Context: an optimization exercise on an open-source flow, tuned for small area, a short achievable clock period and few clock cycles per item. The choices shown serve that exercise and are no tape-out recipe.
At most, simulation tests tie the RTL to the original design; equivalence was not proved.
Function not checked in runs 4 and 5: the RTL went through the layout flow alone.
No activity file was given, so power comes from the tool's default toggle rates.

==> design/flow/design.v <==
`timescale 1ns / 1ps
package ctt_pkg;
	localparam int SLOTW   = 4;
	localparam int TASKW   = 8;
	localparam int CNTW    = 16;
	localparam int SLOTINW = 3;
	localparam int STATW   = 2;
	typedef enum logic [1:0] {
		FUNC_TICK     = 2'd0,
		FUNC_ADD      = 2'd1,
		FUNC_DELETE   = 2'd2,
		FUNC_DISPATCH = 2'd3
	} func_t;
	typedef enum logic [STATW-1:0] {
		ST_OK    = 2'd0,
		ST_FULL  = 2'd1,
		ST_EMPTY = 2'd2
	} status_t;
	typedef struct packed {
		logic             valid;
		logic [TASKW-1:0] task_id;
		logic [CNTW-1:0]  delay;
		logic [CNTW-1:0]  period;
		logic             run;
	} slot_rec_t;
endpackage
`timescale 1ns / 1ps
module ctt_cell (
	input  logic               clk,
	input  logic               arst_n,
	input  logic               shift,
	input  ctt_pkg::slot_rec_t d,
	output ctt_pkg::slot_rec_t q
);
	ctt_pkg::slot_rec_t rec_q;
	always_ff @(posedge clk or negedge arst_n) begin
		if (!arst_n) begin
			rec_q <= '0;
		end else if (shift) begin
			rec_q <= d;
		end
	end
	assign q = rec_q;
endmodule
`timescale 1ns / 1ps
module cooperative_task_timer_table #(
	parameter int MAX_TASKS = 8
) (
	input  logic        clk,
	input  logic        arst_n,
	input  logic        s_tvalid,
	output logic        s_tready,
	input  logic [47:0] s_tdata,   
	input  logic [1:0]  s_tuser,   
	output logic        m_tvalid,
	input  logic        m_tready,
	output logic [15:0] m_tdata,   
	output logic [0:0]  m_tuser,   
	output logic        m_tlast
);
	localparam int N    = MAX_TASKS;
	localparam int TW   = ctt_pkg::TASKW;
	localparam int CW   = ctt_pkg::CNTW;
	localparam int SW   = ctt_pkg::SLOTW;
	localparam int BW   = SW + TW + ctt_pkg::STATW + 2;   
	logic [N-1:0]         valid_q;
	logic [N-1:0]         run_q;
	logic [N-1:0][TW-1:0] tid_q;
	logic [N-1:0][CW-1:0] dly_q;
	logic [N-1:0][CW-1:0] per_q;
	logic                 disp_q;    
	logic                 m_v_q;
	logic [BW-1:0]        m_q;
	logic                 sk_v_q;
	logic [BW-1:0]        sk_q;
	logic                 acc;
	logic                 do_tick, do_add, do_del, do_disp;
	logic                 disp_go;
	logic                 push;
	logic [N-1:0]         due;
	logic [N-1:0]         add_sel;
	logic [N-1:0]         disp_sel;
	logic [N-1:0]         del_sel;
	logic [SW-1:0]        add_idx;
	logic [SW-1:0]        disp_idx;
	logic [TW-1:0]        disp_tid;
	logic                 any_free;
	logic                 any_due;
	logic                 more_due;
	logic [BW-1:0]        beat;
	assign s_tready = !disp_q && !sk_v_q;
	assign acc      = s_tvalid && s_tready;
	assign do_tick  = acc && (s_tuser == 2'd0);
	assign do_add   = acc && (s_tuser == 2'd1);
	assign do_del   = acc && (s_tuser == 2'd2);
	assign do_disp  = acc && (s_tuser == 2'd3);
	assign disp_go  = do_disp || (disp_q && !sk_v_q);
	assign push     = acc || (disp_q && !sk_v_q);
	assign due      = valid_q & run_q;
	always_comb begin
		add_sel  = '0;
		disp_sel = '0;
		add_idx  = SW'(N);
		disp_idx = '0;
		disp_tid = '0;
		any_free = 1'b0;
		any_due  = 1'b0;
		more_due = 1'b0;
		for (int i = N - 1; i >= 0; i--) begin
			if (!valid_q[i]) begin
				add_sel  = '0;
				add_sel[i] = 1'b1;
				add_idx  = SW'(i);
				any_free = 1'b1;
			end
		end
		for (int i = N - 1; i >= 0; i--) begin
			if (due[i]) begin
				more_due = any_due;
				disp_sel = '0;
				disp_sel[i] = 1'b1;
				disp_idx = SW'(i);
				disp_tid = tid_q[i];
				any_due  = 1'b1;
			end
		end
	end
	always_comb begin
		del_sel = '0;
		del_sel[s_tdata[42:40]] = 1'b1;
	end
	always_comb begin
		beat = {1'b1, 1'b0, ctt_pkg::ST_OK, TW'(0), SW'(0)};
		if (disp_q || s_tuser == 2'd3) begin
			if (any_due) beat = {!more_due, 1'b1, ctt_pkg::ST_OK, disp_tid, disp_idx};
		end else if (s_tuser == 2'd1) begin
			beat = {1'b1, 1'b0, any_free ? ctt_pkg::ST_OK : ctt_pkg::ST_FULL, TW'(0), add_idx};
		end else if (s_tuser == 2'd2) begin
			beat = {1'b1, 1'b0, valid_q[s_tdata[42:40]] ? ctt_pkg::ST_OK : ctt_pkg::ST_EMPTY,
			        TW'(0), SW'(s_tdata[42:40])};
		end
	end
	for (genvar i = 0; i < N; i++) begin : g_slot
		logic zero;
		assign zero = (dly_q[i] == '0);
		always_ff @(posedge clk or negedge arst_n) begin
			if (!arst_n) begin
				valid_q[i] <= 1'b0;
			end else if (do_add && add_sel[i]) begin
				valid_q[i] <= 1'b1;
			end else if ((do_del && del_sel[i]) || (disp_go && disp_sel[i] && per_q[i] == '0)) begin
				valid_q[i] <= 1'b0;
			end
		end
		always_ff @(posedge clk) begin
			if (do_tick) begin
				dly_q[i] <= zero ? per_q[i] : dly_q[i] - CW'(1);
				if (zero) run_q[i] <= 1'b1;
			end
			if (do_add && add_sel[i]) begin
				tid_q[i] <= s_tdata[7:0];
				dly_q[i] <= s_tdata[23:8];
				per_q[i] <= s_tdata[39:24];
				run_q[i] <= 1'b0;
			end
			if (disp_go && disp_sel[i]) begin
				run_q[i] <= 1'b0;
			end
		end
	end
	always_ff @(posedge clk or negedge arst_n) begin
		if (!arst_n) begin
			disp_q <= 1'b0;
		end else if (disp_go) begin
			disp_q <= more_due;
		end
	end
	always_ff @(posedge clk or negedge arst_n) begin
		if (!arst_n) begin
			m_v_q  <= 1'b0;
			sk_v_q <= 1'b0;
		end else if (!m_v_q || m_tready) begin
			m_v_q  <= sk_v_q || push;
			sk_v_q <= 1'b0;
		end else if (push) begin
			sk_v_q <= 1'b1;
		end
	end
	always_ff @(posedge clk) begin
		if (!m_v_q || m_tready) begin
			m_q <= sk_v_q ? sk_q : beat;
		end
		if (push) begin
			sk_q <= beat;
		end
	end
	assign m_tvalid   = m_v_q;
	assign m_tdata    = {2'b00, m_q[SW+TW+1:0]};
	assign m_tuser[0] = m_q[BW-2];
	assign m_tlast    = m_q[BW-1];
endmodule
==> design/flow/run.sh <==
#!/bin/bash
# synth_recipe.tcl (not shown) runs the flow's synth.tcl, then flattens the netlist and writes it again
# the make line also repeats each setting of config.mk as NAME=value (left out here)
make -C /OpenROAD-flow-scripts/flow DESIGN_CONFIG=/design/flow/config.mk WORK_HOME=/design/flow/orfs CLKGATE_MAP_FILE= SYNTH_SCRIPT=/design/flow/synth_recipe.tcl finish
==> design/flow/config.mk <==
export PLATFORM = sky130hd
export DESIGN_NAME = cooperative_task_timer_table
export DESIGN_NICKNAME = cooperative_task_timer_table
export VERILOG_FILES = /design/flow/design.v
export SDC_FILE = /design/flow/constraint.sdc
export NUM_CORES = 4
export LEC_CHECK = 0
export CAP_MARGIN = 20
export CORE_MARGIN = 2
export CORE_UTILIZATION = 40
export SETUP_SLACK_MARGIN = 1.5
export SLEW_MARGIN = 20
==> design/flow/constraint.sdc <==
create_clock -name core_clock -period 4.0 [get_ports {clk}]
set_input_delay 0.8000 -clock core_clock [delete_from_list [all_inputs] [get_ports {clk}]]
set_output_delay 0.8000 -clock core_clock [all_outputs]
set_load 0.01 [all_outputs]
==> impl_summary.txt, run 1 <==
----------------------------------------------------
[Critical path]
  Arrival time reported for the critical path endpoint ... 2.70 ns
  R2r setup slk ... 1.57 ns
  Total buffers and inverters traversed by the critical path ... 2
  Worst Reg-to-Reg Cells ... 6
  End of the worst register-to-register path ... dly_q[124]$_DFFE_PP_
  Depth of the critical timing path with buffers and inverters included ... 6
  Crit-path max cell delay ... 0.43 ns
  Critical path start-end classification ... input pin to flip-flop
  Data required time at the worst endpoint ... 4.25 ns
  Source of the worst register-to-register timing path ... sk_v_q$_DFFE_PN0P_
  Worst Setup End Kind ... flip-flop
  Largest delay share family, worst path ... simple AND/OR/NAND/NOR gates
  Peak fanout along the critical path ... 59
  Startpoint types ... input pin
  Cell-by-cell trace of the critical path ... dlygate4sd2_1, and4bb_2, nand3_4, nor4_4, buf_12, nand2b_2
  CP max-delay cell ... and4bb_2

[Cells and area]
  Fraction of layout cells with a size suffix above 1 ... 0.106
  Relative area change from synthesis to final layout ... 16.0%
  Number of diodes added for antenna fixing ... 0
  Count of nets after finishing ... 1780

[Global routing]
  Via count of the first global-routing pass ... 13123
  Number of antenna violations at the first check in global routing ... 1
  First-pass GRT wire length ... 81.1 mm
  Total global-route track usage ... 0.226
  Pin count of the biggest net entering global routing ... 59
  Total congestion overflow after global routing ... 0

[Pwr]
  Sequential power share ... 0.504
  Switching Power ... 2.19 mW
  Combinational power share ... 0.082
  Leakage ... 7.04 nW
  Worst vdd ir ... 0.000331 V
  Internal Power ... 6.93 mW
  Total Power ... 9.12 mW
  Sw Share ... 0.240
  Proportion of power drawn by the clock network ... 0.413
  Pwr Density ... 426 nW/um^2

[Floorplanning]
  Die span in y ... 219 um
  Placeable core area ... 45500 um^2
  Boundary Pins ... 74
  Initial Util ... 0.405
  Site Rows ... 78
  Total die area ... 47800 um^2
  Die span in x ... 219 um

[Clock network]
  CTS Hold Bufs ... 0
  TritonCTS clock tree ... yes
  Clk Latency, worst-skew pair ... 0.57 ns
  Clock transition at the register clock pins on the worst setup and hold paths after CTS ... 0.06 ns
  CTS Root Buffer Type ... clkbuf_16
  Cts bufs inserted ... 42
  Number of sinks driven by the clock tree ... 371
  Maximum buffer depth of the clock tree ... 3
  Depth of the CTS H-tree ... 2

[Timing]
  Maximum clock frequency ... 409 MHz
  Summed negative setup slack over all endpoints ... 0 ns
  Portion of the clock cycle consumed by the worst path in the final layout ... 0.611
  Worst hold slack ... 0.499 ns
  Headroom to the max-slew limit ... 0.308
  Fin. Hold Viols ... 0
  Final setup violation count ... 0
  Measured slew at the worst slew-check pin ... 1.04 ns
  Final slew viol count ... 0
  Post-layout minimum cycle time ... 2.45 ns
  Max Clock Skew ... 0.0205 ns
  Unrepaired setup endpoints after global routing ... yes

[Drt]
  Wire length per cell after detailed routing ... 23.3 um
  Drt total wl ... 54.6 mm
  Pre-antenna DRT Iters ... 5
  Detailed Route Iter0 Violations ... 1362
  Number of nets with antenna violations after routing ... 0
  Remaining DRCs ... 0
  Via count ... 13903
  Via count normalized by instance count ... 5.95

[Yosys]
  Synthesized instance count ... 1641
  Share of synthesized registers carrying an async set or reset ... 0.0296
  Avg Synthesized Cell Area ... 11.2 um^2
  Leading register cell type out of synthesis ... edfxtp_1
  Flops & latches, synth ... 371
  Sequential cell area fraction in the yosys report ... 0.597
  Combined area of all synthesized cells ... 18400 um^2
  Syn. warnings ... 1
  Distinct cell type count of the synthesized netlist ... 80
  Post-synth EDFFs ... 352

[Placed design]
  Detailed placer's ending HPWL ... 35.1 mm
  RD Place Congestion ... 0.907
  Count of input and output buffers ... 66

[Flow run]
  MaxCap Viol Count ... 0

[Status]
  Result of the run ... finished clean

[Hold path]
  Worst hold path class ... flip-flop to flip-flop
  Hold path depth ... 2
  Worst Hold End ... run_q[0]$_SDFFE_PP0P_
  Launch instance of the worst min-delay path ... run_q[0]$_SDFFE_PP0P_

----------------------------------------------------
[per-layer routing]
layer | up-vias | part of all wire | global-route usage
met2 | 601 | 0.46 | 0.358
li1 | 6381 | - | -
met1 | 6825 | 0.43 | 0.314
met4 | 0 | 0.031 | 0.0836
met3 | 96 | 0.080 | 0.0372
met5 | - | 0 | 0
[worst reg2reg max path, cell delays in order, from the launching register on]
cell      delay, ns
dfrtp_4        0.47
buf_4          0.19
and4bb_2       0.38
nand3_4        0.17
nor4_4         0.23
buf_12         0.30
nand2b_2       0.38
[layout by cell type (no fill, tap or decap), drive strengths merged, types with 12 or more instances in the layout]
cell           netlist  layout
edfxtp             352     352
o21ai              204     204
nand2              198     198
nor2               112     112
nor4                71      71
nor3                69      69
clkdlybuf4s50        0      62
clkbuf              74      61
mux2i               48      48
a21oi               41      41
xnor2               40      40
inv                 40      40
buf                 14      39
nand3               36      36
xor2                30      30
nand4               22      22
ha                  20      20
or4                 17      18
o31ai               17      17
o221ai              16      16
a21o                15      15
or3                 14      14
clkinv               2      13
a31oi               12      12
[stage by stage]
stage	area [um^2]	setup slack, ns	utilization	cells
floorplan	18500	1.17	-	1642
global placement	19700	0.450	0.433	2241
detailed placement	19700	0.409	0.433	2241
CTS	21200	1.51	0.466	2328
global route	21400	1.44	0.470	2338
finish	21400	1.55	0.470	2338
[cells in the mapped netlist (all sizes together) (5+ instances only)]
library cell  count  area (um^2)
and2              8         50.1
nor2b             6         37.5
o221ai           16          140
a21oi            41          205
nor4b             5         58.8
nor3             69          350
nor3b             8         60.1
clkbuf           74          285
dfrtp            11          275
o21ai           204         1020
edfxtp          352        10600
a31o              5         43.8
or3              14         87.6
o31ai            17          128
ha               20          250
o31a              7         61.3
mux2i            48          480
nand3            36          185
o211ai           11         87.6
buf              14          121
mux2              9          101
o22ai             8         50.1
xor2             30          263
dfxtp             8          160
inv              40          150
nand4b            5         43.8
or2              10         62.6
a311oi           11         96.3
or4              17          135
xnor2            40          350
nand4            22          138
a21o             15          113
a31oi            12         75.1
nor2            112          423
nand2           198          743
nor4             71          463
nand2b           10         62.6
[state kept, by name (all words and copies together) (netlist names)]
signal and cells:
run_q 8, per_q 128, sk_q 16, dly_q 128
m_q 16, disp_q 1, m_v_q 1, valid_q 8
sk_v_q 1, tid_q 64
[power groups by stage]
stage                     Clock, mW  Sequential, mW  Combinational, mW
after detailed placement          0            4.67              0.720
after global routing           3.98            4.62              0.812
final                          3.77            4.60              0.751
after global placement            0            4.67              0.708
after CTS                      3.82            4.59              0.740
after floorplan                   0            4.61              0.436
[what timing repair did]
action                                  4_1_cts  5_1_grt
pin swaps                                     2        3
endpoints found under the setup margin      382      133
buffers inserted                             11        7
gates resized for setup                      27       23
cloned                                        0        3
[worst max-delay path by stage]
| stage | to | startpoint |
|---|---|---|
| global route | dly_q[124]$_DFFE_PP_ | sk_v_q$_DFFE_PN0P_ |
| detailed placement | dly_q[52]$_DFFE_PP_ | s_tuser[1] |
| CTS | run_q[3]$_SDFFE_PP0P_ | dly_q[48]$_DFFE_PP_ |
| floorplan | per_q[100]$_DFFE_PP_ | s_tuser[1] |
| global placement | dly_q[53]$_DFFE_PP_ | s_tuser[1] |
| finish | dly_q[124]$_DFFE_PP_ | s_tuser[1] |
[area by class of cell]
| class | count | area (um^2) |
|---|---|---|
| flip-flops and latches | 371 | 11000 |
| clock buffers | 61 | 1160 |
| inverters | 42 | 174 |
| fillers | 4198 | 24100 |
| multi-input cells | 1143 | 7150 |
| repair inverters | 1 | 5.00 |
| clock inverters | 15 | 154 |
| repair buffers | 105 | 977 |
| well taps | 600 | 751 |
[logic make-up (layout without fill, tap and decap cells)]
logic type | Yosys count | count (layout) | synth area share
compound gates | 384 | 384 | 0.127
xor+xnor | 70 | 70 | 0.0333
fa+ha+maj | 20 | 20 | 0.0136
buf+inv | 130 | 224 | 0.0309
flops | 371 | 371 | 0.597
mux | 59 | 59 | 0.0340
other cells | 1 | 2 | 0.000203
simple gates | 606 | 608 | 0.165
Testbench counts, summed over its fixed seeds: cycles 13,323, items 12,000.
==> inputs of run 2 (changes only) <==
--- a/design/flow/config.mk
+++ b/design/flow/config.mk
@@ -8,5 +8,5 @@
 export CAP_MARGIN = 20
 export CORE_MARGIN = 2
 export CORE_UTILIZATION = 40
-export SETUP_SLACK_MARGIN = 1.5
+export SETUP_SLACK_MARGIN = 2.2
 export SLEW_MARGIN = 20
==> run 2 against run 1 <==
Now fails the layout checks on capacitance limit. Largest cell class unchanged. Worst hold slack improved by 0.026 ns. Critical path depth fell by 1. Non-clock buffer count rose by 259. Clock power rose by 11%. Register-to-register slack improved by 0.03 ns. Setup slack improved by 0.051 ns. Flip-flop and latch count did not move. Die area did not move. Via count rose by 17%. Synthesized cell count did not move. Global-route usage rose by 4.5 points.
==> impl_summary.txt, run 2 <==
----------------------------------------------------
[Pwr]
  Worst vdd ir ... 0.000515 V (was 0.000331 V)
  Sw Share ... 0.252 (was 0.240)
  Internal Power ... 7.60 mW (was 6.93 mW)
  Combinational power share ... 0.135 (was 0.082)
  Pwr Density ... 369 nW/um^2 (was 426 nW/um^2)
  Leakage ... 9.93 nW (was 7.04 nW)
  Proportion of power drawn by the clock network ... 0.411 (was 0.413)
  Sequential power share ... 0.454 (was 0.504)
  Switching Power ... 2.55 mW (was 2.19 mW)

[Drt]
  Number of nets with antenna violations after routing ... 0 (unchanged)
  Via count normalized by instance count ... 6.21 (was 5.95)
  Remaining DRCs ... 0 (unchanged)
  Pre-antenna DRT Iters ... 6 (was 5)
  Drt total wl ... 69.1 mm (was 54.6 mm)
  Via count ... 16324 (was 13903)
  Wire length per cell after detailed routing ... 26.3 um (was 23.3 um)
  Detailed Route Iter0 Violations ... 1811 (was 1362)

[Clock network]
  Number of sinks driven by the clock tree ... 371 (unchanged)
  Depth of the CTS H-tree ... 2 (unchanged)
  Cts bufs inserted ... 42 (unchanged)
  CTS Root Buffer Type ... clkbuf_16 (unchanged)
  TritonCTS clock tree ... yes (unchanged)
  Clk Latency, worst-skew pair ... 0.58 ns (was 0.57 ns)
  Maximum buffer depth of the clock tree ... 3 (unchanged)
  Clock transition at the register clock pins on the worst setup and hold paths after CTS ... 0.06 ns (about the same)

[Critical path]
  Worst setup path start ... dly_q[74]$_DFFE_PP_ (was s_tuser[1])
  Critical path start-end classification ... flip-flop to flip-flop (was input pin to flip-flop)
  Arrival time reported for the critical path endpoint ... 2.71 ns (was 2.70 ns)
  Worst Setup End Kind ... flip-flop (unchanged)
  Capturing instance or port of the critical path ... dly_q[65]$_DFFE_PP_ (was dly_q[124]$_DFFE_PP_)
  Data required time at the worst endpoint ... 4.31 ns (was 4.25 ns)
  Source of the worst register-to-register timing path ... dly_q[74]$_DFFE_PP_ (was sk_v_q$_DFFE_PN0P_)
  Startpoint types ... flip-flop (was input pin)
  End of the worst register-to-register path ... dly_q[65]$_DFFE_PP_ (was dly_q[124]$_DFFE_PP_)
  Worst Reg-to-Reg Cells ... 5 (was 6)
  Peak fanout along the critical path ... 5 (was 59)
  R2r setup slk ... 1.60 ns (was 1.57 ns)

[Floorplanning]
  Die span in x ... 219 um (unchanged)
  Site Rows ... 78 (unchanged)
  Boundary Pins ... 74 (unchanged)
  Total die area ... 47800 um^2 (unchanged)
  Placeable core area ... 45500 um^2 (unchanged)
  Initial Util ... 0.405 (unchanged)
  Die span in y ... 219 um (unchanged)

[Yosys]
  Leading register cell type out of synthesis ... edfxtp_1 (unchanged)
  Simple-gate share of the synthesized area ... 0.165 (unchanged)
  Parity-gate share of the synthesized area counting xor and xnor cells ... 0.0333 (unchanged)
  Flops & latches, synth ... 371 (unchanged)
  Compound-cell area share of the yosys netlist ... 0.127 (unchanged)
  Cell types with the largest area share after synthesis ... edfxtp_1 (57%), o21ai_0 (5.3%), nand2_1 (4.0%) (unchanged)
  Distinct cell type count of the synthesized netlist ... 80 (unchanged)
  Synth area leader ... edfxtp_1 (unchanged)
  Post-synth EDFFs ... 352 (unchanged)
  Most common cell in the netlist ... edfxtp_1 (unchanged)
  Share of Yosys cell area claimed by the top area cell type ... 0.573 (unchanged)
  Syn. warnings ... 1 (unchanged)
  Combined area of all synthesized cells ... 18400 um^2 (unchanged)
  Dominant combinational cell family by area after synthesis ... simple AND/OR/NAND/NOR gates (unchanged)
  Share of synthesized area spent on multiplexers ... 0.0340 (unchanged)
  Sequential cell area fraction in the yosys report ... 0.597 (unchanged)
  Most instantiated cells after synthesis ... edfxtp_1 (352), nand2_1 (198), o21ai_0 (194), nor2_1 (111) (unchanged)
  Avg Synthesized Cell Area ... 11.2 um^2 (unchanged)
  Adder-Cell Fraction of Synth Area ... 0.0136 (unchanged)
  Synthesized instance count ... 1641 (unchanged)
  Share of synthesized registers carrying an async set or reset ... 0.0296 (unchanged)

[Global routing]
  Total global-route track usage ... 0.271 (was 0.226)
  First-pass GRT wire length ... 96.7 mm (was 81.1 mm)
  Total congestion overflow after global routing ... 0 (unchanged)
  Via count of the first global-routing pass ... 15655 (was 13123)
  Number of antenna violations at the first check in global routing ... 3 (was 1)
  Pin count of the biggest net entering global routing ... 25 (was 59)

[Cells and area]
  Footprint of the multi-input gates ... 9400 um^2 (was 7150 um^2)
  Relative area change from synthesis to final layout ... 49.1% (was 16.0%)
  Most used cells in the layout excluding fill and tap cells ... edfxtp_1 (352), buf_4 (147), nand2_1 (109) (was edfxtp_1 (352), nand2_1 (189), o21ai_0 (188))
  Commonest non-fill, non-tap cell in the layout ... edfxtp_1 (unchanged)
  Post-layout util ... 0.605 (was 0.470)
  Fraction of layout cells with a size suffix above 1 ... 0.410 (was 0.106)
  Post-Layout Cell Count ... 2630 (was 2338)
  Top Registers ... dly_q x128, per_q x128, tid_q x64 (unchanged)
  Count of nets after finishing ... 2069 (was 1780)
  Sequential cell area ... 11000 um^2 (about the same)
  Total of fill cells in the finished design ... 3362 (was 4198)

[Status]
  Violated checks ... capacitance limit
  Result of the run ... complete, but fails checks (was finished clean)

[Timing]
  Final setup violation count ... 0 (unchanged)
  Final slew viol count ... 9 (was 0)
  Headroom to the max-slew limit ... -0.00524 (was 0.308)
  Portion of the clock cycle consumed by the worst path in the final layout ... 0.599 (was 0.611)
  Unrepaired setup endpoints after global routing ... yes (unchanged)
  Measured slew at the worst slew-check pin ... 1.50 ns (was 1.04 ns)
  Summed negative setup slack over all endpoints ... 0 ns (unchanged)
  Maximum clock frequency ... 418 MHz (was 409 MHz)
  Fin. Hold Viols ... 0 (unchanged)
  Max Clock Skew ... 0.0296 ns (was 0.0205 ns)
  Post-layout minimum cycle time ... 2.40 ns (was 2.45 ns)

[Hold path]
  Launch instance of the worst min-delay path ... sk_q[3]$_DFFE_PP_ (was run_q[0]$_SDFFE_PP0P_)
  Worst hold path class ... flip-flop to flip-flop (unchanged)

[Placed design]
  Detailed placer's ending HPWL ... 35.2 mm (was 35.1 mm)
  RD Place Congestion ... 0.895 (was 0.907)
  Count of input and output buffers ... 66 (unchanged)
  Cells after DPL ... 2243 (was 2241)

[Flow run]
  MaxCap Viol Count ... 1 (was 0)

----------------------------------------------------
[run 2: kinds of logic (layout without fill, tap and decap cells)]
family | Yosys count | in the layout
simple gates | 606 | 621
compound gates | 384 | 384
flops | 371 | 371
buf+inv | 130 | 502
xor+xnor | 70 | 70
mux | 59 | 59
fa+ha+maj | 20 | 20
other cells | 1 | 3
[run 2: what timing repair did]
action | 4_1_cts | 5_1_grt
gates cloned | 62 | 8
setup endpoints to repair | 525 | 512
hold buffers | 0 | 0
setup buffers | 178 | 60
gates resized for setup | 553 | 351
pin swaps | 76 | 90
[run 2: how the worst min path moves through the flow]
| stage | end | slack (ns) | cells after the start |
|---|---|---|---|
| floorplan | run_q[0]$_SDFFE_PP0P_ | 0.46 | 1 |
| global placement | run_q[0]$_SDFFE_PP0P_ | 0.48 | 2 |
| detailed placement | run_q[0]$_SDFFE_PP0P_ | 0.48 | 2 |
| CTS | m_q[3]$_DFFE_PN_ | 0.53 | 1 |
| global route | m_q[12]$_DFFE_PN_ | 0.55 | 1 |
| finish | m_q[3]$_DFFE_PN_ | 0.53 | 1 |
[run 2: power by group through the flow]
stage | Combinational, mW | Sequential (mW) | Clock, mW
floorplan | 0.468 | 4.61 | 0
global placement | 0.714 | 4.67 | 0
detailed placement | 0.727 | 4.68 | 0
CTS | 1.15 | 4.59 | 4.20
global route | 1.43 | 4.62 | 4.34
finish | 1.37 | 4.61 | 4.18
[run 2: final cells by class]
class,count,share of cell area
flip-flops and latches,371,0.401
clock inverters,17,0.00801
repair buffers,364,0.156
well taps,600,0.0273
repair inverters,18,0.0111
inverters,42,0.00878
clock buffers,61,0.0466
diodes,1,0.0000910
multi-input cells,1156,0.342
[run 2: critical path, stage by stage (launching register included)]
cell and delay [ns]:
edfxtp_1 0.45, or3_4 0.46, or4_4 0.61, or2_4 0.31, o211ai_1 0.21, o21ai_1 0.09
[run 2: routing by layer]
metal | wire [um] | global-route usage | vias to the layer above
met4 | 3880 | 0.133 | 0
met2 | 32900 | 0.442 | 1032
li1 | - | - | 7033
met1 | 25900 | 0.345 | 8000
met5 | 0 | 0 | -
met3 | 6450 | 0.0539 | 259
[run 2: metrics by stage]
step	worst slack, ns	cell area, um^2	power [mW]	hold slack [ns]
finish	1.60	27500	10.2	0.526
global route	1.53	27500	10.4	0.554
CTS	1.57	25600	9.94	0.529
detailed placement	0.563	19900	5.40	0.479
global placement	0.586	19900	5.39	0.476
floorplan	1.17	18900	5.08	0.459
==> inputs of run 3 (changes only) <==
--- a/design/flow/config.mk
+++ b/design/flow/config.mk
@@ -8,5 +8,4 @@
 export CAP_MARGIN = 20
 export CORE_MARGIN = 2
 export CORE_UTILIZATION = 40
-export SETUP_SLACK_MARGIN = 2.2
 export SLEW_MARGIN = 20
==> run 3 against run 2 <==
The run now finishes clean. Clock skew increased by 0.0019 ns. Flip-flop and latch count unchanged. Die area unchanged. Via count decreased by 15%. First-iteration DRC count decreased by 16%. Cell count decreased by 11%.
==> impl_summary.txt, run 3 <==
----------------------------------------------------
[Status]
  Result of the run ... finished clean (was complete, but fails checks)

[Critical path]
  Peak fanout along the critical path ... 16 (was 5)
  Source of the worst register-to-register timing path ... dly_q[82]$_DFFE_PP_ (was dly_q[74]$_DFFE_PP_)
  Worst setup path start ... s_tvalid (was dly_q[74]$_DFFE_PP_)
  Arrival time reported for the critical path endpoint ... 3.15 ns (was 2.71 ns)
  R2r setup slk ... 1.11 ns (was 1.60 ns)
  Capturing instance or port of the critical path ... dly_q[30]$_DFFE_PP_ (was dly_q[65]$_DFFE_PP_)
  Worst Reg-to-Reg Cells ... 5 (unchanged)
  Data required time at the worst endpoint ... 4.19 ns (was 4.31 ns)
  Startpoint types ... input pin (was flip-flop)
  Critical path start-end classification ... input pin to flip-flop (was flip-flop to flip-flop)
  Worst Setup End Kind ... flip-flop (unchanged)
  End of the worst register-to-register path ... dly_q[89]$_DFFE_PP_ (was dly_q[65]$_DFFE_PP_)

[Drt]
  Drt total wl ... 52.9 mm (was 69.1 mm)
  Via count normalized by instance count ... 5.94 (was 6.21)
  Wire length per cell after detailed routing ... 22.7 um (was 26.3 um)
  Detailed Route Iter0 Violations ... 1517 (was 1811)
  Number of nets with antenna violations after routing ... 0 (unchanged)
  Remaining DRCs ... 0 (unchanged)
  Pre-antenna DRT Iters ... 7 (was 6)
  Via count ... 13836 (was 16324)

[Global routing]
  Total congestion overflow after global routing ... 0 (unchanged)
  Number of antenna violations at the first check in global routing ... 3 (unchanged)
  First-pass GRT wire length ... 79.7 mm (was 96.7 mm)
  Total global-route track usage ... 0.222 (was 0.271)
  Pin count of the biggest net entering global routing ... 52 (was 25)
  Via count of the first global-routing pass ... 13140 (was 15655)

[Timing]
  Post-layout minimum cycle time ... 2.96 ns (was 2.40 ns)
  Unrepaired setup endpoints after global routing ... no (was yes)
  Final slew viol count ... 0 (was 9)
  Portion of the clock cycle consumed by the worst path in the final layout ... 0.741 (was 0.599)
  Measured slew at the worst slew-check pin ... 1.06 ns (was 1.50 ns)
  Final setup violation count ... 0 (unchanged)
  Summed negative setup slack over all endpoints ... 0 ns (unchanged)
  Maximum clock frequency ... 338 MHz (was 418 MHz)
  Max Clock Skew ... 0.0314 ns (was 0.0296 ns)
  Headroom to the max-slew limit ... 0.291 (was -0.00524)
  Setup slack after layout ... 1.04 ns (was 1.60 ns)
  Fin. Hold Viols ... 0 (unchanged)

[Cells and area]
  Sequential cell area ... 11000 um^2 (about the same)
  Number of diodes added for antenna fixing ... 0 (was 1)
  Footprint of the multi-input gates ... 6900 um^2 (was 9400 um^2)
  Most used cells in the layout excluding fill and tap cells ... edfxtp_1 (352), nand2_1 (198), o21ai_0 (194) (was edfxtp_1 (352), buf_4 (147), nand2_1 (109))
  Top Registers ... dly_q x128, per_q x128, tid_q x64 (unchanged)
  Total of fill cells in the finished design ... 4170 (was 3362)
  Relative area change from synthesis to final layout ... 15.2% (was 49.1%)
  Count of nets after finishing ... 1772 (was 2069)
  Commonest non-fill, non-tap cell in the layout ... edfxtp_1 (unchanged)
  Fraction of layout cells with a size suffix above 1 ... 0.0832 (was 0.410)
  Post-route cell area ... 21200 um^2 (was 27500 um^2)

[Yosys]
  Simple-gate share of the synthesized area ... 0.165 (unchanged)
  Avg Synthesized Cell Area ... 11.2 um^2 (unchanged)
  Distinct cell type count of the synthesized netlist ... 80 (unchanged)
  Most instantiated cells after synthesis ... edfxtp_1 (352), nand2_1 (198), o21ai_0 (194), nor2_1 (111) (unchanged)
  Cell types with the largest area share after synthesis ... edfxtp_1 (57%), o21ai_0 (5.3%), nand2_1 (4.0%) (unchanged)
  Adder-Cell Fraction of Synth Area ... 0.0136 (unchanged)
  Combined area of all synthesized cells ... 18400 um^2 (unchanged)
  Synthesized instance count ... 1641 (unchanged)
  Share of synthesized registers carrying an async set or reset ... 0.0296 (unchanged)
  Compound-cell area share of the yosys netlist ... 0.127 (unchanged)
  Post-synth EDFFs ... 352 (unchanged)
  Synth area leader ... edfxtp_1 (unchanged)
  Sequential cell area fraction in the yosys report ... 0.597 (unchanged)
  Share of synthesized area spent on multiplexers ... 0.0340 (unchanged)
  Dominant combinational cell family by area after synthesis ... simple AND/OR/NAND/NOR gates (unchanged)
  Flops & latches, synth ... 371 (unchanged)
  Syn. warnings ... 1 (unchanged)
  Share of Yosys cell area claimed by the top area cell type ... 0.573 (unchanged)
  Parity-gate share of the synthesized area counting xor and xnor cells ... 0.0333 (unchanged)
  Most common cell in the netlist ... edfxtp_1 (unchanged)
  Leading register cell type out of synthesis ... edfxtp_1 (unchanged)

[Clock network]
  CTS Root Buffer Type ... clkbuf_16 (unchanged)
  Post-CTS repair timing setup buffer count ... 0 (was 178)
  Maximum buffer depth of the clock tree ... 3 (unchanged)
  Depth of the CTS H-tree ... 2 (unchanged)
  Clk Latency, worst-skew pair ... 0.58 ns (about the same)
  Number of sinks driven by the clock tree ... 371 (unchanged)
  Cts bufs inserted ... 42 (unchanged)
  TritonCTS clock tree ... yes (unchanged)
  Clock transition at the register clock pins on the worst setup and hold paths after CTS ... 0.06 ns (about the same)
  CTS Hold Bufs ... 0 (unchanged)
  Count of cells resized by post-cts repair ... 0 (was 553)

[Pwr]
  Internal Power ... 7.17 mW (was 7.60 mW)
  Switching Power ... 2.20 mW (was 2.55 mW)
  Combinational power share ... 0.078 (was 0.135)
  Sw Share ... 0.235 (was 0.252)
  Sequential power share ... 0.490 (was 0.454)
  Worst vdd ir ... 0.000472 V (was 0.000515 V)
  Proportion of power drawn by the clock network ... 0.432 (was 0.411)
  Total Power ... 9.37 mW (was 10.2 mW)
  Leakage ... 7.03 nW (was 9.93 nW)
  Pwr Density ... 441 nW/um^2 (was 369 nW/um^2)

[Placed design]
  Count of input and output buffers ... 66 (unchanged)
  Detailed placer's ending HPWL ... 35.0 mm (was 35.2 mm)
  Worst slack after detailed placement ... 0.460 ns (was 0.563 ns)
  Cell area after placement ... 19800 um^2 (was 19900 um^2)
  RD Place Congestion ... 0.904 (was 0.895)

[Floorplanning]
  Die span in y ... 219 um (unchanged)
  Boundary Pins ... 74 (unchanged)
  Site Rows ... 78 (unchanged)
  Total die area ... 47800 um^2 (unchanged)
  Die span in x ... 219 um (unchanged)
  Placeable core area ... 45500 um^2 (unchanged)
  Initial Util ... 0.405 (unchanged)

[Flow run]
  MaxCap Viol Count ... 0 (was 1)

[Hold path]
  Launch instance of the worst min-delay path ... run_q[0]$_SDFFE_PP0P_ (was sk_q[3]$_DFFE_PP_)
  Worst hold path class ... flip-flop to flip-flop (unchanged)

----------------------------------------------------
run 3: cell counts after synthesis:
No cell type changed its count.
run 3: how the worst min path moves through the flow:
stage / to / cells past startpoint
after floorplan: run_q[0]$_SDFFE_PP0P_ / 1
after global placement: run_q[0]$_SDFFE_PP0P_ / 2
after detailed placement: run_q[0]$_SDFFE_PP0P_ / 2
after CTS: run_q[0]$_SDFFE_PP0P_ / 2
after global routing: run_q[0]$_SDFFE_PP0P_ / 2
final: run_q[0]$_SDFFE_PP0P_ / 2
run 3: critical path, stage by stage:
cell and delay [ns]:
clkdlybuf4s50_1 0.63, nor4b_1 0.53, nand2b_1 0.47, nand2_1 0.71
run 3: routing by layer:
layer,up-vias,track usage,share of wire
met5,-,0,0
met4,0,0.0804,0.030
met3,95,0.0387,0.081
met2,545,0.344,0.45
met1,6829,0.312,0.44
li1,6367,-,-
run 3: metrics by stage:
stage | util | hold WS (ns) | instances
2_1_floorplan | - | 0.459 | 1642
4_1_cts | 0.467 | 0.515 | 2331
5_1_grt | 0.467 | 0.531 | 2331
3_5_place_dp | 0.435 | 0.507 | 2254
3_3_place_gp | 0.435 | 0.500 | 2254
6_report | 0.467 | 0.512 | 2331
run 3: logic make-up (layout without fill, tap and decap cells):
kind of cell               count (synthesis)  after routing
AOI/OAI and AO/OA                        384            384
buffers and inverters                    130            219
and+or+nand+nor                          606            606
adders and majority gates                 20             20
muxes                                     59             59
other                                      1              2
DFF                                      371            371
xor gates and xnor gates                  70             70
run 3: area by class of cell:
class / count / share of cell area
tap: 600 / 0.0353
sequential: 371 / 0.518
timing repair buffer: 100 / 0.0461
clock buffer: 57 / 0.0554
multi-input combinational: 1141 / 0.325
clock inverter: 20 / 0.0124
inverter: 42 / 0.00766
run 3: power groups by stage:
stage	Clock, mW	Sequential [mW]	Combinational, mW
final	4.04	4.59	0.732
after CTS	4.09	4.59	0.730
after floorplan	0	4.61	0.427
after global routing	4.24	4.61	0.797
after global placement	0	4.66	0.717
after detailed placement	0	4.67	0.727
==> inputs of run 4 (changes only) <==
--- a/design/flow/design.v
+++ b/design/flow/design.v
@@ -71,12 +71,10 @@
 	logic                 disp_q;    
 	logic                 m_v_q;
 	logic [BW-1:0]        m_q;
-	logic                 sk_v_q;
-	logic [BW-1:0]        sk_q;
 	logic                 acc;
 	logic                 do_tick, do_add, do_del, do_disp;
 	logic                 disp_go;
-	logic                 push;
+	logic                 out_rdy;
 	logic [N-1:0]         due;
 	logic [N-1:0]         add_sel;
 	logic [N-1:0]         disp_sel;
@@ -88,14 +86,14 @@
 	logic                 any_due;
 	logic                 more_due;
 	logic [BW-1:0]        beat;
-	assign s_tready = !disp_q && !sk_v_q;
+	assign out_rdy  = !m_v_q || m_tready;
+	assign s_tready = !disp_q && out_rdy;
 	assign acc      = s_tvalid && s_tready;
 	assign do_tick  = acc && (s_tuser == 2'd0);
 	assign do_add   = acc && (s_tuser == 2'd1);
 	assign do_del   = acc && (s_tuser == 2'd2);
 	assign do_disp  = acc && (s_tuser == 2'd3);
-	assign disp_go  = do_disp || (disp_q && !sk_v_q);
-	assign push     = acc || (disp_q && !sk_v_q);
+	assign disp_go  = do_disp || (disp_q && out_rdy);
 	assign due      = valid_q & run_q;
 	always_comb begin
 		add_sel  = '0;
@@ -177,21 +175,14 @@
 	end
 	always_ff @(posedge clk or negedge arst_n) begin
 		if (!arst_n) begin
-			m_v_q  <= 1'b0;
-			sk_v_q <= 1'b0;
-		end else if (!m_v_q || m_tready) begin
-			m_v_q  <= sk_v_q || push;
-			sk_v_q <= 1'b0;
-		end else if (push) begin
-			sk_v_q <= 1'b1;
+			m_v_q <= 1'b0;
+		end else if (out_rdy) begin
+			m_v_q <= acc || disp_q;
 		end
 	end
 	always_ff @(posedge clk) begin
-		if (!m_v_q || m_tready) begin
-			m_q <= sk_v_q ? sk_q : beat;
-		end
-		if (push) begin
-			sk_q <= beat;
+		if (out_rdy) begin
+			m_q <= beat;
 		end
 	end
 	assign m_tvalid   = m_v_q;
--- a/design/flow/config.mk
+++ b/design/flow/config.mk
@@ -8,4 +8,5 @@
 export CAP_MARGIN = 20
 export CORE_MARGIN = 2
 export CORE_UTILIZATION = 40
+export SETUP_SLACK_MARGIN = 1.8
 export SLEW_MARGIN = 20
==> run 4 against run 3 <==
Still clean. Wire length increased by 5.9%. Sequential power fell by 5.0%. Cell count rose by 0.21%. Worst hold slack better by 0.034 ns. Largest power group unchanged. First-iteration DRC count decreased by 11%. Setup slack gained 0.71 ns.
==> impl_summary.txt, run 4 <==
----------------------------------------------------
[Global routing]
  Pin count of the biggest net entering global routing ... 53 (was 52)
  First-pass GRT wire length ... 81.9 mm (was 79.7 mm)
  Met2 Track Usage GR ... 0.383 (was 0.344)
  Met3 track demand over resource ... 0.0341 (was 0.0387)
  Met1 track utilization from global routing ... 0.320 (was 0.312)
  Via count of the first global-routing pass ... 13088 (was 13140)
  Total global-route track usage ... 0.234 (was 0.222)
  Total congestion overflow after global routing ... 0 (unchanged)
  Number of antenna violations at the first check in global routing ... 1 (was 3)
  Most Crowded Layer GR ... met2 (unchanged)

[Floorplanning]
  Boundary Pins ... 74 (unchanged)
  Die span in x ... 215 um (was 219 um)
  Placeable core area ... 44100 um^2 (was 45500 um^2)
  Site Rows ... 77 (was 78)
  Total die area ... 46300 um^2 (was 47800 um^2)
  Die span in y ... 215 um (was 219 um)
  Initial Util ... 0.404 (was 0.405)

[Yosys]
  Parity-gate share of the synthesized area counting xor and xnor cells ... 0.0295 (was 0.0333)
  Synthesized instance count ... 1595 (was 1641)
  Dominant combinational cell family by area after synthesis ... simple AND/OR/NAND/NOR gates (unchanged)
  Compound-cell area share of the yosys netlist ... 0.135 (was 0.127)
  Most instantiated cells after synthesis ... edfxtp_1 (336), nand2_1 (199), o21ai_0 (173), nor2_1 (110), a21oi_1 (67) (was edfxtp_1 (352), nand2_1 (198), o21ai_0 (194), nor2_1 (111))
  Adder-Cell Fraction of Synth Area ... 0.0140 (was 0.0136)
  Syn. warnings ... 1 (unchanged)
  Cell types with the largest area share after synthesis ... edfxtp_1 (57%), o21ai_0 (4.9%), nand2_1 (4.2%) (was edfxtp_1 (57%), o21ai_0 (5.3%), nand2_1 (4.0%))
  Flops & latches, synth ... 354 (was 371)
  Avg Synthesized Cell Area ... 11.2 um^2 (about the same)
  Simple-gate share of the synthesized area ... 0.177 (was 0.165)
  Share of Yosys cell area claimed by the top area cell type ... 0.566 (was 0.573)
  Share of synthesized registers carrying an async set or reset ... 0.0282 (was 0.0296)
  Share of synthesized area spent on multiplexers ... 0.0217 (was 0.0340)
  Synth area leader ... edfxtp_1 (unchanged)
  Leading register cell type out of synthesis ... edfxtp_1 (unchanged)
  Sequential cell area fraction in the yosys report ... 0.589 (was 0.597)
  Most common cell in the netlist ... edfxtp_1 (unchanged)
  Combined area of all synthesized cells ... 17800 um^2 (was 18400 um^2)
  Post-synth EDFFs ... 336 (was 352)
  Distinct cell type count of the synthesized netlist ... 79 (was 80)

[Timing]
  Post-layout minimum cycle time ... 2.25 ns (was 2.96 ns)
  Max Clock Skew ... 0.0181 ns (was 0.0314 ns)
  Headroom to the max-slew limit ... 0.231 (was 0.291)
  Fin. Hold Viols ... 0 (unchanged)
  Maximum clock frequency ... 444 MHz (was 338 MHz)
  Measured slew at the worst slew-check pin ... 1.15 ns (was 1.06 ns)
  Setup slack after layout ... 1.75 ns (was 1.04 ns)
  Summed negative setup slack over all endpoints ... 0 ns (unchanged)
  Worst hold slack ... 0.546 ns (was 0.512 ns)
  Unrepaired setup endpoints after global routing ... yes (was no)
  Portion of the clock cycle consumed by the worst path in the final layout ... 0.562 (was 0.741)
  Final setup violation count ... 0 (unchanged)
  Final slew viol count ... 0 (unchanged)

[Cells and area]
  Fraction of layout cells with a size suffix above 1 ... 0.174 (was 0.0832)
  Count of nets after finishing ... 1787 (was 1772)
  Top Registers ... dly_q x128, per_q x128, tid_q x64 (unchanged)
  Commonest non-fill, non-tap cell in the layout ... edfxtp_1 (unchanged)
  Relative area change from synthesis to final layout ... 21.2% (was 15.2%)
  Most used cells in the layout excluding fill and tap cells ... edfxtp_1 (336), nand2_1 (176), o21ai_0 (127) (was edfxtp_1 (352), nand2_1 (198), o21ai_0 (194))
  Footprint of the multi-input gates ... 7430 um^2 (was 6900 um^2)
  Total of fill cells in the finished design ... 3970 (was 4170)
  Post-route cell area ... 21600 um^2 (was 21200 um^2)
  Sequential cell area ... 10500 um^2 (was 11000 um^2)

[Clock network]
  Number of sinks driven by the clock tree ... 354 (was 371)
  Clk Latency, worst-skew pair ... 0.55 ns (was 0.58 ns)
  CTS Root Buffer Type ... clkbuf_16 (unchanged)
  Maximum buffer depth of the clock tree ... 3 (unchanged)
  Cts bufs inserted ... 40 (was 42)
  TritonCTS clock tree ... yes (unchanged)
  Depth of the CTS H-tree ... 2 (unchanged)
  Clock transition at the register clock pins on the worst setup and hold paths after CTS ... 0.06 ns (about the same)

[Critical path]
  Source of the worst register-to-register timing path ... dly_q[7]$_DFFE_PP_ (was dly_q[82]$_DFFE_PP_)
  R2r setup slk ... 1.81 ns (was 1.11 ns)
  Arrival time reported for the critical path endpoint ... 1.45 ns (was 3.15 ns)
  End of the worst register-to-register path ... dly_q[11]$_DFFE_PP_ (was dly_q[89]$_DFFE_PP_)
  Capturing instance or port of the critical path ... s_tready (was dly_q[30]$_DFFE_PP_)
  Startpoint types ... input pin (unchanged)
  Worst Setup End Kind ... output pin (was flip-flop)
  Data required time at the worst endpoint ... 3.20 ns (was 4.19 ns)
  Critical path start-end classification ... input pin to output pin (was input pin to flip-flop)
  Worst Reg-to-Reg Cells ... 5 (unchanged)
  Peak fanout along the critical path ... 2 (was 16)
  Worst setup path start ... m_tready (was s_tvalid)

[Status]
  Result of the run ... finished clean (unchanged)

[Drt]
  Remaining DRCs ... 0 (unchanged)
  Number of nets with antenna violations after routing ... 0 (unchanged)
  Detailed Route Iter0 Violations ... 1354 (was 1517)
  Via count normalized by instance count ... 5.98 (was 5.94)
  Wire length per cell after detailed routing ... 24.0 um (was 22.7 um)
  Drt total wl ... 56.0 mm (was 52.9 mm)
  Via count ... 13963 (was 13836)
  Pre-antenna DRT Iters ... 5 (was 7)

[Placed design]
  Detailed placer's ending HPWL ... 35.8 mm (was 35.0 mm)
  Cell area after placement ... 19200 um^2 (was 19800 um^2)
  Count of input and output buffers ... 66 (unchanged)
  RD Place Congestion ... 0.897 (was 0.904)
  Worst slack after detailed placement ... 0.324 ns (was 0.460 ns)

[Pwr]
  Leakage ... 7.33 nW (was 7.03 nW)
  Total Power ... 8.76 mW (was 9.37 mW)
  Pwr Density ... 405 nW/um^2 (was 441 nW/um^2)
  Worst vdd ir ... 0.000251 V (was 0.000472 V)

[Hold path]
  Worst hold path class ... flip-flop to flip-flop (unchanged)

[Flow run]
  MaxCap Viol Count ... 0 (unchanged)

----------------------------------------------------
[run 4: worst min-delay path by stage]
stage	slack, ns	to	cells past startpoint	from
floorplan	0.49	run_q[7]$_SDFFE_PP0P_	2	run_q[7]$_SDFFE_PP0P_
global placement	0.52	run_q[7]$_SDFFE_PP0P_	2	run_q[7]$_SDFFE_PP0P_
detailed placement	0.52	run_q[7]$_SDFFE_PP0P_	2	run_q[7]$_SDFFE_PP0P_
CTS	0.53	run_q[7]$_SDFFE_PP0P_	2	run_q[7]$_SDFFE_PP0P_
global route	0.58	run_q[7]$_SDFFE_PP0P_	2	run_q[7]$_SDFFE_PP0P_
finish	0.55	run_q[7]$_SDFFE_PP0P_	2	run_q[7]$_SDFFE_PP0P_
[run 4: cell families (layout without fill, tap and decap cells)]
logic type      count (synthesis)  count (layout)
buf+inv                       129             272
compound gates                392             392
other cells                     1               3
fa+ha+maj                      20              20
mux                            36              36
xor+xnor                       60              60
simple gates                  603             607
flops                         354             354
[run 4: metrics by stage]
stage | instances | utilization
final | 2336 | 0.490
after global routing | 2335 | 0.490
after CTS | 2299 | 0.478
after detailed placement | 2187 | 0.435
after global placement | 2187 | 0.435
after floorplan | 1596 | -
[run 4: final cells by class]
type                            count  area share
Sequential cell                   354       0.486
Multi-Input combinational cell   1117       0.344
Timing Repair Buffer              156      0.0637
Clock buffer                       44      0.0480
Tap cell                          592      0.0343
Clock inverter                     28      0.0120
Inverter                           40      0.0101
Timing Repair inverter              4     0.00162
Antenna cell                        1    0.000116
[run 4: report_power, final]
| group | total (mW) | switching (mW) | internal, mW |
|---|---|---|---|
| combinational | 0.749 | 0.470 | 0.278 |
| sequential | 4.36 | 0.150 | 4.21 |
| clock | 3.66 | 1.52 | 2.14 |
| total | 8.76 | 2.14 | 6.62 |
[run 4: critical path, stage by stage]
cell	delay, ns
clkdlybuf4s15_1	0.21
nor2b_4	0.15
buf_6	0.11
nor2_1	0.03
buf_2	0.15
[run 4: repair_timing]
action | in CTS | in global routing
gates resized for setup | 98 | 71
endpoints found under the setup margin | 494 | 322
gates cloned | 5 | 3
pin swaps | 16 | 16
setup buffers | 35 | 33
hold buffers | 0 | 0
[run 4: routing by layer]
| layer | wire [um] | up-vias |
|---|---|---|
| met5 | 0 | - |
| met4 | 1750 | 0 |
| met3 | 4170 | 105 |
| met2 | 26800 | 630 |
| met1 | 23300 | 6884 |
| li1 | - | 6344 |
==> inputs of run 5 (changes only) <==
--- a/design/flow/design.v
+++ b/design/flow/design.v
@@ -61,20 +61,22 @@
 	localparam int N    = MAX_TASKS;
 	localparam int TW   = ctt_pkg::TASKW;
 	localparam int CW   = ctt_pkg::CNTW;
+	localparam int NB   = CW / 4;                         
 	localparam int SW   = ctt_pkg::SLOTW;
 	localparam int BW   = SW + TW + ctt_pkg::STATW + 2;   
 	logic [N-1:0]         valid_q;
 	logic [N-1:0]         run_q;
 	logic [N-1:0][TW-1:0] tid_q;
 	logic [N-1:0][CW-1:0] dly_q;
+	logic [N-1:0][NB-1:0] nz_q;      
 	logic [N-1:0][CW-1:0] per_q;
 	logic                 disp_q;    
 	logic                 m_v_q;
 	logic [BW-1:0]        m_q;
+	logic                 out_rdy;
 	logic                 acc;
 	logic                 do_tick, do_add, do_del, do_disp;
 	logic                 disp_go;
-	logic                 out_rdy;
 	logic [N-1:0]         due;
 	logic [N-1:0]         add_sel;
 	logic [N-1:0]         disp_sel;
@@ -86,6 +88,7 @@
 	logic                 any_due;
 	logic                 more_due;
 	logic [BW-1:0]        beat;
+	logic [NB-1:0]        in_nz;
 	assign out_rdy  = !m_v_q || m_tready;
 	assign s_tready = !disp_q && out_rdy;
 	assign acc      = s_tvalid && s_tready;
@@ -95,6 +98,9 @@
 	assign do_disp  = acc && (s_tuser == 2'd3);
 	assign disp_go  = do_disp || (disp_q && out_rdy);
 	assign due      = valid_q & run_q;
+	for (genvar k = 0; k < NB; k++) begin : g_in_nz
+		assign in_nz[k] = (s_tdata[8+4*k +: 4] == 4'd0);
+	end
 	always_comb begin
 		add_sel  = '0;
 		disp_sel = '0;
@@ -139,25 +145,54 @@
 		end
 	end
 	for (genvar i = 0; i < N; i++) begin : g_slot
-		logic zero;
-		assign zero = (dly_q[i] == '0);
+		logic          zero;        
+		logic          load;        
+		logic [NB-1:0] pz;          
+		logic [NB-1:0] bin;         
+		logic [CW-1:0] dec;         
+		logic [NB-1:0] dec_nz;      
+		logic [CW-1:0] tick_d;
+		logic [NB-1:0] tick_nz;
+		logic [CW-1:0] dly_d;
+		logic [NB-1:0] nz_d;
+		assign zero = &nz_q[i];
+		assign load = do_add && add_sel[i];
+		for (genvar k = 0; k < NB; k++) begin : g_nib
+			logic [3:0] d;
+			assign d       = dly_q[i][4*k +: 4];
+			assign pz[k]   = (per_q[i][4*k +: 4] == 4'd0);
+			assign bin[k]  = (k == 0) ? 1'b1 : &nz_q[i][k > 0 ? k - 1 : 0 : 0];
+			assign dec[4*k+0] = d[0] ^ bin[k];
+			assign dec[4*k+1] = d[1] ^ (bin[k] & !d[0]);
+			assign dec[4*k+2] = d[2] ^ (bin[k] & !d[0] & !d[1]);
+			assign dec[4*k+3] = d[3] ^ (bin[k] & !d[0] & !d[1] & !d[2]);
+			assign dec_nz[k]  = bin[k] ? (d == 4'd1) : nz_q[i][k];
+		end
+		assign tick_d  = zero ? per_q[i] : dec;
+		assign tick_nz = zero ? pz : dec_nz;
+		assign dly_d = ({CW{do_tick}} & tick_d) | ({CW{load}} & s_tdata[23:8]) |
+		               ({CW{!do_tick && !load}} & dly_q[i]);
+		assign nz_d  = ({NB{do_tick}} & tick_nz) | ({NB{load}} & in_nz) |
+		               ({NB{!do_tick && !load}} & nz_q[i]);
+		always_ff @(posedge clk) begin
+			dly_q[i] <= dly_d;
+			nz_q[i]  <= nz_d;
+		end
 		always_ff @(posedge clk or negedge arst_n) begin
 			if (!arst_n) begin
 				valid_q[i] <= 1'b0;
-			end else if (do_add && add_sel[i]) begin
+			end else if (load) begin
 				valid_q[i] <= 1'b1;
-			end else if ((do_del && del_sel[i]) || (disp_go && disp_sel[i] && per_q[i] == '0)) begin
+			end else if ((do_del && del_sel[i]) || (disp_go && disp_sel[i] && (&pz))) begin
 				valid_q[i] <= 1'b0;
 			end
 		end
 		always_ff @(posedge clk) begin
-			if (do_tick) begin
-				dly_q[i] <= zero ? per_q[i] : dly_q[i] - CW'(1);
-				if (zero) run_q[i] <= 1'b1;
-			end
-			if (do_add && add_sel[i]) begin
+			if (do_tick && zero) begin
+				run_q[i] <= 1'b1;
+			end
+			if (load) begin
 				tid_q[i] <= s_tdata[7:0];
-				dly_q[i] <= s_tdata[23:8];
 				per_q[i] <= s_tdata[39:24];
 				run_q[i] <= 1'b0;
 			end
@@ -181,9 +216,7 @@
 		end
 	end
 	always_ff @(posedge clk) begin
-		if (out_rdy) begin
-			m_q <= beat;
-		end
+		m_q <= ({BW{out_rdy}} & beat) | ({BW{!out_rdy}} & m_q);
 	end
 	assign m_tvalid   = m_v_q;
 	assign m_tdata    = {2'b00, m_q[SW+TW+1:0]};
--- a/design/flow/config.mk
+++ b/design/flow/config.mk
@@ -8,5 +8,5 @@
 export CAP_MARGIN = 20
 export CORE_MARGIN = 2
 export CORE_UTILIZATION = 40
-export SETUP_SLACK_MARGIN = 1.8
+export SETUP_SLACK_MARGIN = 2.0
 export SLEW_MARGIN = 20
==> run 5 against run 4 <==
Critical path depth is 3 higher. Critical endpoint is now per_q[68]$_DFFE_PN_. Cell area is 4.4% higher. Still clean on timing, DRC and antenna. Wire length is 4.2% higher. Synthesized cell count is 1.7% higher.
==> impl_summary.txt, run 5 <==
----------------------------------------------------
[Timing]
  Final slew viol count ... 0 (unchanged)
  Fin. Hold Viols ... 0 (unchanged)
  Max Clock Skew ... 0.0197 ns (was 0.0181 ns)
  Measured slew at the worst slew-check pin ... 0.822 ns (was 1.15 ns)
  Maximum clock frequency ... 466 MHz (was 444 MHz)
  Final setup violation count ... 0 (unchanged)
  Unrepaired setup endpoints after global routing ... yes (unchanged)
  Portion of the clock cycle consumed by the worst path in the final layout ... 0.536 (was 0.562)
  Headroom to the max-slew limit ... 0.452 (was 0.231)
  Post-layout minimum cycle time ... 2.15 ns (was 2.25 ns)
  Summed negative setup slack over all endpoints ... 0 ns (unchanged)

[Drt]
  Via count ... 14324 (was 13963)
  Via count normalized by instance count ... 6.04 (was 5.98)
  Wire length on met2 ... 27.0 mm (was 26.8 mm)
  Detailed Route Iter0 Violations ... 1676 (was 1354)
  Remaining DRCs ... 0 (unchanged)
  M1 WL ... 24.6 mm (was 23.3 mm)
  Wire length per cell after detailed routing ... 24.6 um (was 24.0 um)
  Met3 routed wirelength ... 4.35 mm (was 4.17 mm)
  DR top layer ... met5 (was met4)
  Pre-antenna DRT Iters ... 8 (was 5)
  Drt total wl ... 58.3 mm (was 56.0 mm)
  Number of nets with antenna violations after routing ... 0 (unchanged)

[Yosys]
  Most common cell in the netlist ... edfxtp_1 (unchanged)
  Sequential cell area fraction in the yosys report ... 0.549 (was 0.589)
  Synthesized instance count ... 1622 (was 1595)
  Share of synthesized area spent on multiplexers ... 0.00641 (was 0.0217)
  Compound-cell area share of the yosys netlist ... 0.206 (was 0.135)
  Share of synthesized registers carrying an async set or reset ... 0.0259 (was 0.0282)
  Distinct cell type count of the synthesized netlist ... 63 (was 79)
  Avg Synthesized Cell Area ... 11.1 um^2 (was 11.2 um^2)
  Syn. warnings ... 1 (unchanged)
  Parity-gate share of the synthesized area counting xor and xnor cells ... 0.0161 (was 0.0295)
  Leading register cell type out of synthesis ... edfxtp_1 (unchanged)
  Synth area leader ... edfxtp_1 (unchanged)
  Combined area of all synthesized cells ... 18000 um^2 (was 17800 um^2)
  Flops & latches, synth ... 386 (was 354)
  Adder-Cell Fraction of Synth Area ... 0.0695 (was 0.0140)
  Share of Yosys cell area claimed by the top area cell type ... 0.348 (was 0.566)
  Simple-gate share of the synthesized area ... 0.102 (was 0.177)
  Most instantiated cells after synthesis ... edfxtp_1 (208), dfxtp_1 (168), nor2_1 (161), a221o_1 (119), inv_1 (112) (was edfxtp_1 (336), nand2_1 (199), o21ai_0 (173), nor2_1 (110), a21oi_1 (67))
  Post-synth EDFFs ... 208 (was 336)
  Cell types with the largest area share after synthesis ... edfxtp_1 (35%), dfxtp_1 (19%), ha_1 (6.9%) (was edfxtp_1 (57%), o21ai_0 (4.9%), nand2_1 (4.2%))
  Dominant combinational cell family by area after synthesis ... compound AO/OA/AOI/OAI gates (was simple AND/OR/NAND/NOR gates)

[Cells and area]
  Sequential cell area ... 9870 um^2 (was 10500 um^2)
  Post-Layout Cell Count ... 2372 (was 2336)
  Most used cells in the layout excluding fill and tap cells ... edfxtp_1 (208), dfxtp_1 (168), nor2_1 (148) (was edfxtp_1 (336), nand2_1 (176), o21ai_0 (127))
  Count of nets after finishing ... 1901 (was 1787)
  Top Registers ... dly_q x128, per_q x128, tid_q x64 (unchanged)
  Total of fill cells in the finished design ... 3846 (was 3970)
  Number of diodes added for antenna fixing ... 0 (was 1)
  Footprint of the multi-input gates ... 7850 um^2 (was 7430 um^2)
  Relative area change from synthesis to final layout ... 25.6% (was 21.2%)
  Fraction of layout cells with a size suffix above 1 ... 0.175 (was 0.174)
  Commonest non-fill, non-tap cell in the layout ... edfxtp_1 (unchanged)

[Clock network]
  Clk Latency, worst-skew pair ... 0.57 ns (was 0.55 ns)
  Clock transition at the register clock pins on the worst setup and hold paths after CTS ... 0.06 ns (about the same)
  Cts bufs inserted ... 42 (was 40)
  TritonCTS clock tree ... yes (unchanged)
  Maximum buffer depth of the clock tree ... 3 (unchanged)
  CTS Hold Bufs ... 0 (unchanged)
  Number of sinks driven by the clock tree ... 386 (was 354)
  CTS Root Buffer Type ... clkbuf_16 (unchanged)
  Depth of the CTS H-tree ... 2 (unchanged)

[Hold path]
  Launch instance of the worst min-delay path ... dly_q[14]$_DFF_P_ (was run_q[7]$_SDFFE_PP0P_)
  Hold path depth ... 2 (unchanged)
  Worst hold path class ... flip-flop to flip-flop (unchanged)
  Worst Hold End ... dly_q[14]$_DFF_P_ (was run_q[7]$_SDFFE_PP0P_)

[Pwr]
  Proportion of power drawn by the clock network ... 0.318 (was 0.417)
  Leakage ... 8.19 nW (was 7.33 nW)
  Switching Power ... 3.49 mW (was 2.14 mW)
  Pwr Density ... 527 nW/um^2 (was 405 nW/um^2)
  Worst vdd ir ... 0.000286 V (was 0.000251 V)
  Sequential power share ... 0.470 (was 0.497)
  Sw Share ... 0.294 (was 0.244)
  Combinational power share ... 0.213 (was 0.085)
  Internal Power ... 8.40 mW (was 6.62 mW)

[Placed design]
  RD Place Congestion ... 0.851 (was 0.897)
  Count of input and output buffers ... 66 (unchanged)
  Detailed placer's ending HPWL ... 33.4 mm (was 35.8 mm)
  Cells after DPL ... 2206 (was 2187)

[Status]
  Result of the run ... finished clean (unchanged)

[Critical path]
  Worst Setup End Kind ... flip-flop (was output pin)
  R2r setup slk ... 1.85 ns (was 1.81 ns)
  Critical path start-end classification ... flip-flop to flip-flop (was input pin to output pin)
  Arrival time reported for the critical path endpoint ... 2.42 ns (was 1.45 ns)
  Worst Reg-to-Reg Cells ... 8 (was 5)
  Source of the worst register-to-register timing path ... valid_q[1]$_DFFE_PN0P_ (was dly_q[7]$_DFFE_PP_)
  End of the worst register-to-register path ... per_q[68]$_DFFE_PN_ (was dly_q[11]$_DFFE_PP_)
  Peak fanout along the critical path ... 6 (was 2)
  Data required time at the worst endpoint ... 4.28 ns (was 3.20 ns)
  Startpoint types ... flip-flop (was input pin)

[Floorplanning]
  Placeable core area ... 44300 um^2 (was 44100 um^2)
  Boundary Pins ... 74 (unchanged)
  Initial Util ... 0.405 (was 0.404)
  Total die area ... 46600 um^2 (was 46300 um^2)
  Die span in y ... 216 um (was 215 um)
  Site Rows ... 77 (unchanged)
  Die span in x ... 216 um (was 215 um)

[Flow run]
  MaxCap Viol Count ... 0 (unchanged)

[Global routing]
  Pin count of the biggest net entering global routing ... 47 (was 53)
  Total congestion overflow after global routing ... 0 (unchanged)
  Via count of the first global-routing pass ... 13887 (was 13088)
  Total global-route track usage ... 0.242 (was 0.234)
  Number of antenna violations at the first check in global routing ... 6 (was 1)
  First-pass GRT wire length ... 85.6 mm (was 81.9 mm)

----------------------------------------------------
==> run 5: cell count changes after synthesis, sizes merged, moves of 60 or more <==
cell	before	now
dfxtp	8	168
nand2	199	65
edfxtp	336	208
a221o	7	119
a211oi	5	110
o21ai	177	75
ha	20	99
inv	40	112
clkbuf	43	103
==> run 5: critical path, cell delays in order (launching register included) <==
cell      delay (ns)
dfrtp_2         0.40
nand4b_1        0.13
buf_6           0.14
or3_4           0.43
nor3_4          0.16
buf_4           0.16
buf_12          0.14
buf_12          0.15
buf_16          0.14
==> run 5: per-stage QoR <==
step	total power, mW	worst slack [ns]	area (um^2)	hold WS, ns	utilization
after detailed placement	7.92	0.641	19400	0.469	0.439
after global placement	7.81	0.670	19400	0.459	0.439
after CTS	11.8	1.76	22000	0.488	0.497
final	11.9	1.85	22600	0.485	0.509
after global routing	12.5	1.81	22600	0.509	0.509
after floorplan	7.22	1.38	18100	0.448	-
==> run 5: repair_timing <==
item,in CTS,in global routing
gates resized for setup,202,80
setup endpoints to repair,412,294
buffers inserted,34,17
pin swaps,19,16
cloned,28,11
==> run 5: kinds of logic after synthesis <==
logic type	count (synthesis)
buf+inv	234
fa+ha+maj	100
compound gates	488
other cells	1
xor+xnor	33
simple gates	371
flops	386
mux	9
==> run 5: power by group through the flow <==
stage          Combinational [mW]  Sequential, mW  Clock [mW]
5_1_grt                      2.86            5.67        3.99
6_report                     2.53            5.59        3.78
4_1_cts                      2.43            5.54        3.82
2_1_floorplan                1.81            5.41           0
3_5_place_dp                 2.31            5.61           0
3_3_place_gp                 2.21            5.60           0
==> run 5: routing by layer <==
metal | vias to the layer above | GRT usage
met5 | - | 0
met4 | 2 | 0.104
li1 | 6517 | -
met2 | 589 | 0.390
met1 | 7091 | 0.328
met3 | 125 | 0.0327
==> run 5: how the worst max path moves through the flow <==
stage                                       from             endpoint  slack (ns)  cells after the start
after floorplan                       s_tuser[1]     nz_q[27]$_DFF_P_        1.38                      7
after global placement                  s_tvalid      nz_q[3]$_DFF_P_        0.67                      7
after detailed placement                s_tvalid      nz_q[3]$_DFF_P_        0.64                      7
after CTS                 valid_q[1]$_DFFE_PN0P_     nz_q[23]$_DFF_P_        1.76                      8
after global routing      valid_q[1]$_DFFE_PN0P_  tid_q[39]$_DFFE_PN_        1.81                      8
final                     valid_q[1]$_DFFE_PN0P_  per_q[68]$_DFFE_PN_        1.85                      8
==> run 5: cell type report <==
| type | count | share of cell area |
|---|---|---|
| timing repair buffer | 196 | 0.104 |
| tap | 592 | 0.0328 |
| inverter | 112 | 0.0188 |
| clock buffer | 61 | 0.0538 |
| clock inverter | 15 | 0.00477 |
| multi-input combinational | 1010 | 0.348 |
| sequential | 386 | 0.437 |

==> port drivers added, routing unchanged <==
Ports are ideal in the flow. The routed layouts listed here were re-timed in OpenROAD.
Step 1 assumes that a clkbuf_16 drives the clock port and a buf_2 every other input.
Step 2 adds t to the input delays and takes it off the output delays; t is the mean of the earliest and latest rising clock arrival at the registers after step 1. Input paths then give back, and output paths get back, about the clock's delay inside the block.
a / b / c = ideal ports / drivers / drivers and shift; a / b = the first two.
run	t (ns)	setup WS [ns]	worst data-port slew with drivers (ns)
run 1	0.619	1.554 / 1.573 / 0.967	0.06
run 2	0.619	1.605 / 1.605 / 1.158	0.14
run 3	0.623	1.038 / 1.061 / 0.438	0.06
run 4	0.601	1.750 / 1.727 / 1.238	0.04
run 5	0.619	1.855 / 1.855 / 1.269	0.04
The setup slack of run 3, which loses most, moves by +0.023 ns with the drivers and by -0.600 ns with both steps.
